Source: an optimization exercise on an open RTL-to-GDS flow (aim: small area, a short achievable clock period and few clock cycles). Production flows keep margins and buffers that such runs may drop. RTL that was checked went through simulation tests only; none was proved equivalent to the original. Power is estimated from default activity; no workload was simulated.

==> inputs of run M <==
// elgamal_signature_verify_unit
module elgamal_signature_verify_unit (
	input  logic                  clk,
	input  logic                  arst_n,
	input  logic                  cfg_valid,
	output logic                  cfg_ready,
	input  logic [1:0]            cfg_index,
	input  logic [elg_pkg::W-1:0] cfg_data,
	input  logic                  start,
	output logic                  busy,
	input  logic [3*elg_pkg::W-1:0] item,
	output logic                  done,
	output logic [2*elg_pkg::W:0] result
);
Settings: LEC_CHECK=0, CAP_MARGIN=20, CORE_MARGIN=2, CORE_UTILIZATION=40, SLEW_MARGIN=20; clock period 9.0 ns.
run.sh (not shown) runs the stock make flow with config.mk's settings and CLKGATE_MAP_FILE= SYNTH_SCRIPT=/design/flow/synth_recipe.tcl, a recipe that flattens the netlist after the stock synthesis.
==> run G (differences from run M) <==
Settings changed: SETUP_SLACK_MARGIN set to 5.
==> notes.md <==
| item | run G | run M |
|---|---|---|
| Detailed placement HPWL | 79690 um | 80540 um |
| Sw power | 7.395 mW | 6.716 mW |
| Number of fill cells | 6270 | 6897 |
| Placed cell areas | 32790 um^2 | 32720 um^2 |
| Post-cts gate resize count | 384 | 0 |
| Combined area of the multi-input logic cells | 17670 um^2 | 15600 um^2 |
| Shortest period the worst path allows | 4.954 ns | 6.200 ns |
| Seq area share | 32.39% | 37.16% |
| Total design power | 17.13 mW | 15.10 mW |
| First-pass iteration count of the detailed router | 8 | 9 |
| Result of the run | timing/DRC/antenna clean | timing/DRC/antenna clean |
| Endpoint of the most critical setup path | sv_q[29] | m_q[22] |
| Worst-case setup slack after placement | 2.672 ns | 2.550 ns |
| DR WL/cell | 28.00 um | 27.43 um |
| Total global-route track usage | 30.13% | 28.46% |
| Worst slew margin relative to its limit | 19.65% | 28.33% |
| P_int | 9.731 mW | 8.386 mW |
| WP data arrival | 5.46 ns | 6.56 ns |
| Depth of the critical timing path with buffers and inverters included | 15 | 19 |
| Global-route track usage on met2 | 44.71% | 42.31% |
| Final std cells w/o fill | 4327 | 4048 |
| Most repeated library cell on the critical path | sky130_fd_sc_hd__fa_2 | sky130_fd_sc_hd__buf_4 |
| Sum of routed wire segments on met1 | 49360 um | 46310 um |
| Layout cells sized above 1 | 26.46% | 9.987% |
No run of this note included a check of the RTL's function; only the layout flow was run.

==> wip/yarrow: inputs <==
Another version of the RTL of elgamal_signature_verify_unit (not shown whole).
==> flow/config.mk <==
export PLATFORM = sky130hd
export DESIGN_NAME = elgamal_signature_verify_unit
export DESIGN_NICKNAME = elgamal_signature_verify_unit
export VERILOG_FILES = /design/flow/design.v
export SDC_FILE = /design/flow/constraint.sdc
export NUM_CORES = 4
export LEC_CHECK = 0
export CAP_MARGIN = 20
export CORE_MARGIN = 2
export CORE_UTILIZATION = 65
export SETUP_SLACK_MARGIN = 5
export SLEW_MARGIN = 20
export TNS_END_PERCENT = 5
==> flow/constraint.sdc <==
create_clock -name core_clock -period 9.0 [get_ports {clk}]
set_input_delay 1.8000 -clock core_clock [delete_from_list [all_inputs] [get_ports {clk}]]
set_output_delay 1.8000 -clock core_clock [all_outputs]
set_load 0.01 [all_outputs]
==> wip/fjord: changes against wip/yarrow <==
--- a/flow/design.v
+++ b/flow/design.v
@@ -121,15 +121,14 @@
 	localparam int TW = SW + K;
 	logic [SW-1:0] sv_n, cv_n;
 	logic          e_n;
 	logic [TW-1:0] pp0, pp1, pp2, mm0, mm1, mm2;
 	logic [TW-1:0] x1, y1, x2, y2, x3, y3, x4, y4, x5, y5, xf, yf;
 	logic [2:0]    qq, qu;
 	logic          qb0, qh1, qg1, qh2, qg2, qhh, qc1, qc2;
-	logic          qa1, qa2, qa3, qj1, qk1, qj2, qk2;
 	function automatic logic [2*TW-1:0] csa(input logic [TW-1:0] a, b, c);
 		logic [TW-1:0] s, cy;
 		s  = a ^ b ^ c;
 		cy = ((a & b) | (a & c) | (b & c)) << 1;
 		csa = {s, cy};
 	endfunction
 	always_comb begin
@@ -141,24 +140,16 @@
 		qg1 = sv_q[0] & cv_q[0];
 		qh2 = e_q ^ qb0;
 		qg2 = e_q & qb0;
 		qhh = qh1 | qh2;
 		qq[0] = qh1 ^ qh2;
 		qc1 = qhh ^ qg1 ^ qg2;
 		qc2 = (qhh & qg1) | (qhh & qg2) | (qg1 & qg2);
-		qa1 = abits_q[0] & breg_q[1];
-		qa2 = abits_q[1] & breg_q[0];
-		qa3 = qq[0] & p_q[1];
-		qj1 = sv_q[1] ^ cv_q[1] ^ qa1;
-		qk1 = (sv_q[1] & cv_q[1]) | (sv_q[1] & qa1) | (cv_q[1] & qa1);
-		qj2 = qa2 ^ qa3 ^ qc1;
-		qk2 = (qa2 & qa3) | (qa2 & qc1) | (qa3 & qc1);
-		qu[0] = qj1 ^ qj2;
-		qu[1] = qk1 ^ qk2 ^ (qj1 & qj2);
-		qu[2] = 1'b0;
+		qu = 3'(sv_q[1]) + 3'(cv_q[1]) + 3'(abits_q[0] & breg_q[1]) + 3'(abits_q[1] & breg_q[0]) +
+			3'(qq[0] & p_q[1]) + 3'(qc1);
 		qq[1] = qu[0];
 		qq[2] = sv_q[2] ^ cv_q[2] ^ (abits_q[0] & breg_q[2]) ^ (abits_q[1] & breg_q[1]) ^
 			(abits_q[2] & breg_q[0]) ^ (qq[0] & p_q[2]) ^ (qq[1] & !p_q[1]) ^ qu[1] ^ qc2;
 		mm0 = qq[0] ? TW'(p_q) : '0;
 		mm1 = qq[1] ? TW'({p_q, 1'b0}) : '0;
 		mm2 = qq[2] ? TW'({p_q, 2'b0}) : '0;
 		{x1, y1} = csa(TW'(sv_q), TW'(cv_q), pp0);
@@ -167,40 +158,40 @@
 		{x4, y4} = csa(x3, y3, mm0);
 		{x5, y5} = csa(x4, y4, mm1);
 		{xf, yf} = csa(x5, y5, mm2);
 		e_n  = |(xf[2:0] | yf[2:0]);
 		sv_n = xf[K +: SW];
 		cv_n = yf[K +: SW];
 	end
-	logic          sub_q, xsv_q, xsv2_q, xacc2_q, xacc_q, xone_q, xb_q, xinit_q, ycv_q, yb_q;
+	logic          sub_q, abit;    
 	logic [XW-1:0] ax, ay;
 	logic [XW:0]   asum;
 	logic [XW-1:0] ares;
 	logic [XW-1:0] init_v;
 	assign init_v = (mont && p_q[W-1]) ? (XW'(1) << (W-1)) : XW'(1);
 	always_comb begin
-		ax = ({XW{xsv_q}} & XW'(sv_q)) |
-			({XW{xsv2_q}} & XW'({sv_q, 1'b0})) |
-			({XW{xacc2_q}} & XW'({acc_q, 1'b0})) |
-			({XW{xacc_q}} & XW'(acc_q)) |
-			XW'(xone_q) |
-			({XW{xb_q}} & XW'(bmux)) |
-			({XW{xinit_q}} & init_v);
-		ay = ({XW{ycv_q}} & XW'(cv_q)) |
-			({XW{yb_q}} & XW'(breg_q)) |
+		ax = ({XW{st_q[I_MEND] | st_q[I_PB] | st_q[I_PC]}} & XW'(sv_q)) |
+			({XW{st_q[I_PA]}} & XW'({sv_q, 1'b0})) |
+			({XW{st_q[I_DBL]}} & XW'({acc_q, 1'b0})) |
+			({XW{st_q[I_FRED] & !one_q}} & XW'(acc_q)) |
+			XW'(st_q[I_FRED] & one_q) |
+			({XW{st_q[I_SCAN] | st_q[I_COPY]}} & XW'(bmux)) |
+			({XW{st_q[I_R2I]}} & init_v);
+		ay = ({XW{st_q[I_MEND] & mont}} & XW'(cv_q)) |
+			({XW{st_q[I_PA] & abit}} & XW'(breg_q)) |
 			({XW{sub_q}} & {{(XW-W){1'b1}}, ~p_q});
-		asum = (XW+1)'(({1'b0, ax, 1'b1} + {1'b0, ay, sub_q | (ycv_q & e_q)}) >> 1);
+		asum = (XW+1)'(({1'b0, ax, 1'b1} + {1'b0, ay, sub_q | (st_q[I_MEND] & mont & e_q)}) >> 1);
 		ares = (sub_q && !asum[XW]) ? ax : asum[XW-1:0];
 	end
 	logic          launch, chain;
 	logic [NOP-1:0] l_op;
 	logic [1:0]    l_asel;
 	logic [NB-1:0] l_bs;
 	logic [3:0]    l_dest;
-	logic          acc_we, t1_we, t2_we, t3_we, m_we, rs_sh, m_sh, take;
+	logic          acc_we, t1_we, t2_we, t3_we, m_we, m_one, rs_sh, m_sh, take;
 	logic          adv;       
 	always_comb begin
 		st_d   = '0;
 		op_d   = op_q;
 		asel_d = asel_q;
 		bs_d   = bs_q;
 		dest_d = dest_q;
@@ -214,15 +205,15 @@
 		aidx = jcnt_q + 5'd1;
 		launch = 1'b0; chain = 1'b0;
 		l_op = '0; l_op[O_SQ] = 1'b1;
 		l_asel = A_ACC;
 		l_bs = '0; l_bs[B_ACC] = 1'b1;
 		l_dest = '0; l_dest[D_ACC] = 1'b1;
 		acc_we = 1'b0; t1_we = 1'b0; t2_we = 1'b0; t3_we = 1'b0;
-		m_we = 1'b0;
+		m_we = 1'b0; m_one = 1'b0;
 		take = 1'b0; adv = 1'b0;
 		if (st_q[I_IDLE]) begin
 			if (start) begin
 				take = 1'b1;
 				if (p_q == '0) st_d[I_ZERO] = 1'b1;
 				else st_d[I_R2I] = 1'b1;
 			end else st_d[I_IDLE] = 1'b1;
@@ -330,14 +321,15 @@
 					adv = 1'b1;
 				end
 			end
 		end
 		if (st_q[I_FRED]) begin
 			if (!left_q) begin
 				m_we = 1'b1;
+				m_one = one_q;
 				st_d[I_COPY] = 1'b1;
 				bs_d = '0; bs_d[B_T2] = 1'b1;
 			end else begin
 				acc_we = 1'b1;
 				st_d[I_CMP] = 1'b1;
 			end
 		end
@@ -389,15 +381,15 @@
 	always_ff @(posedge clk or negedge arst_n) begin
 		if (!arst_n) begin
 			st_q   <= NST'(1) << I_IDLE;
 			busy_q <= 1'b0;
 			done_q <= 1'b0;
 		end else begin
 			st_q   <= st_d;
-			sub_q  <= st_d[I_DBL] | st_d[I_PB] | st_d[I_PC] | (st_d[I_FRED] & !(one_d & !left_d));
+			sub_q  <= st_d[I_DBL] | st_d[I_FRED] | st_d[I_PB] | st_d[I_PC];
 			busy_q <= !st_d[I_IDLE];
 			done_q <= st_d[I_DONE];
 		end
 	end
 	always_ff @(posedge clk) begin
 		op_q   <= op_d;
 		asel_q <= asel_d;
@@ -407,34 +399,26 @@
 		kcnt_q <= kcnt_d;
 		dcnt_q <= dcnt_d;
 		bcnt_q <= bcnt_d;
 		one_q  <= one_d;
 		left_q <= left_d;
 		if (st_q[I_RUN] | st_q[I_PC] | launch) abits_q <= abits_d;
 		if (launch) breg_q <= breg_d;
-		xsv_q   <= st_d[I_MEND] | st_d[I_PB] | st_d[I_PC];
-		xsv2_q  <= st_d[I_PA];
-		xacc2_q <= st_d[I_DBL];
-		xacc_q  <= st_d[I_FRED] & !one_d;
-		xone_q  <= st_d[I_FRED] & one_d;
-		xb_q    <= st_d[I_SCAN] | st_d[I_COPY];
-		xinit_q <= st_d[I_R2I];
-		ycv_q   <= st_d[I_MEND] & mont;
-		yb_q    <= st_d[I_PA] & abits_d[kcnt_d];
+		if (st_q[I_PC] | launch) abit <= abits_d[kcnt_d];
 	end
 	always_ff @(posedge clk) begin
 		if (take) begin
 			r_q <= item[3*W-1:2*W];
 			s_q <= item[2*W-1:W];
 		end else if (rs_sh) begin
 			r_q <= {r_q[W-2:0], 1'b0};
 			s_q <= {s_q[W-2:0], 1'b0};
 		end
 		if (take) m_q <= item[W-1:0];
-		else if (m_we) m_q <= ares[W-1:0];
+		else if (m_we) m_q <= m_one ? W'(1) : ares[W-1:0];
 		else if (m_sh) m_q <= {m_q[W-2:0], 1'b0};
 		if (acc_we) acc_q <= ares[VW-1:0];
 		if (t1_we) t1_q <= ares[VW-1:0];
 		if (t2_we) t2_q <= ares[VW-1:0];
 		if (t3_we) t3_q <= ares[VW-1:0];
 		if (launch) begin
 			sv_q <= '0;
Settings changed: CORE_UTILIZATION 65 to 60.
==> notes <==
wip/yarrow completed without violations. wip/fjord completed with no timing, DRC or antenna violations.
Between wip/fjord and wip/yarrow, the lower sequential cell count is in wip/fjord (gap 8).
First-iteration DRC count: wip/fjord is lower than wip/yarrow (3.2%).
Hold slack: wip/yarrow is better than wip/fjord (0.0060 ns).
Global-route usage: wip/fjord is lower than wip/yarrow (4.1 points).
Sequential power: wip/fjord is higher than wip/yarrow (about 3%).
Final area: wip/yarrow is lower than wip/fjord (0.41%).
Against wip/fjord, the register-to-register slack of wip/yarrow is worse by 0.25 ns.
Against wip/fjord, the fmax of wip/yarrow is lower by about 5%.
Clock power: wip/fjord is larger than wip/yarrow (about 2%).
Of wip/yarrow and wip/fjord, wip/fjord has the higher worst setup slack (gap 0.25 ns).
Testbench counts of wip/fjord, summed over its fixed seeds: cycles 360,580.
No functional check of the RTL was part of wip/yarrow.

==> separate check: timing with driven ports <==
The results above use ideal ports. As a check the final layouts listed here were re-extracted and re-timed, cells and wires unchanged. Step 1, drivers: a clkbuf_16 drives clk and a buf_2 each remaining input, both assumed. Step 2 also shifts input and output timing later by t, the mid clock arrival at the registers, as if the neighbouring blocks saw the same clock. Three values: ideal ports, drivers, drivers and shift; two values: the first two.
run | t (ns) | setup slack, ns | hold slack, ns | worst setup path after step 2 | pins driven straight from the clock port
run M | 0.671 | 2.800 / 2.800 / 2.800 | 0.429 / 0.429 / 0.429 | register to register | 1
run G | 0.680 | 4.046 / 4.046 / 4.046 | 0.421 / 0.421 / 0.421 | register to register | 1
wip/yarrow | 0.669 | 4.297 / 4.297 / 4.297 | 0.411 / 0.411 / 0.411 | register to register | 1
wip/fjord | 0.667 | 4.546 / 4.546 / 4.546 | 0.405 / 0.405 / 0.405 | register to register | 1
After both steps every run listed still meets setup and hold.
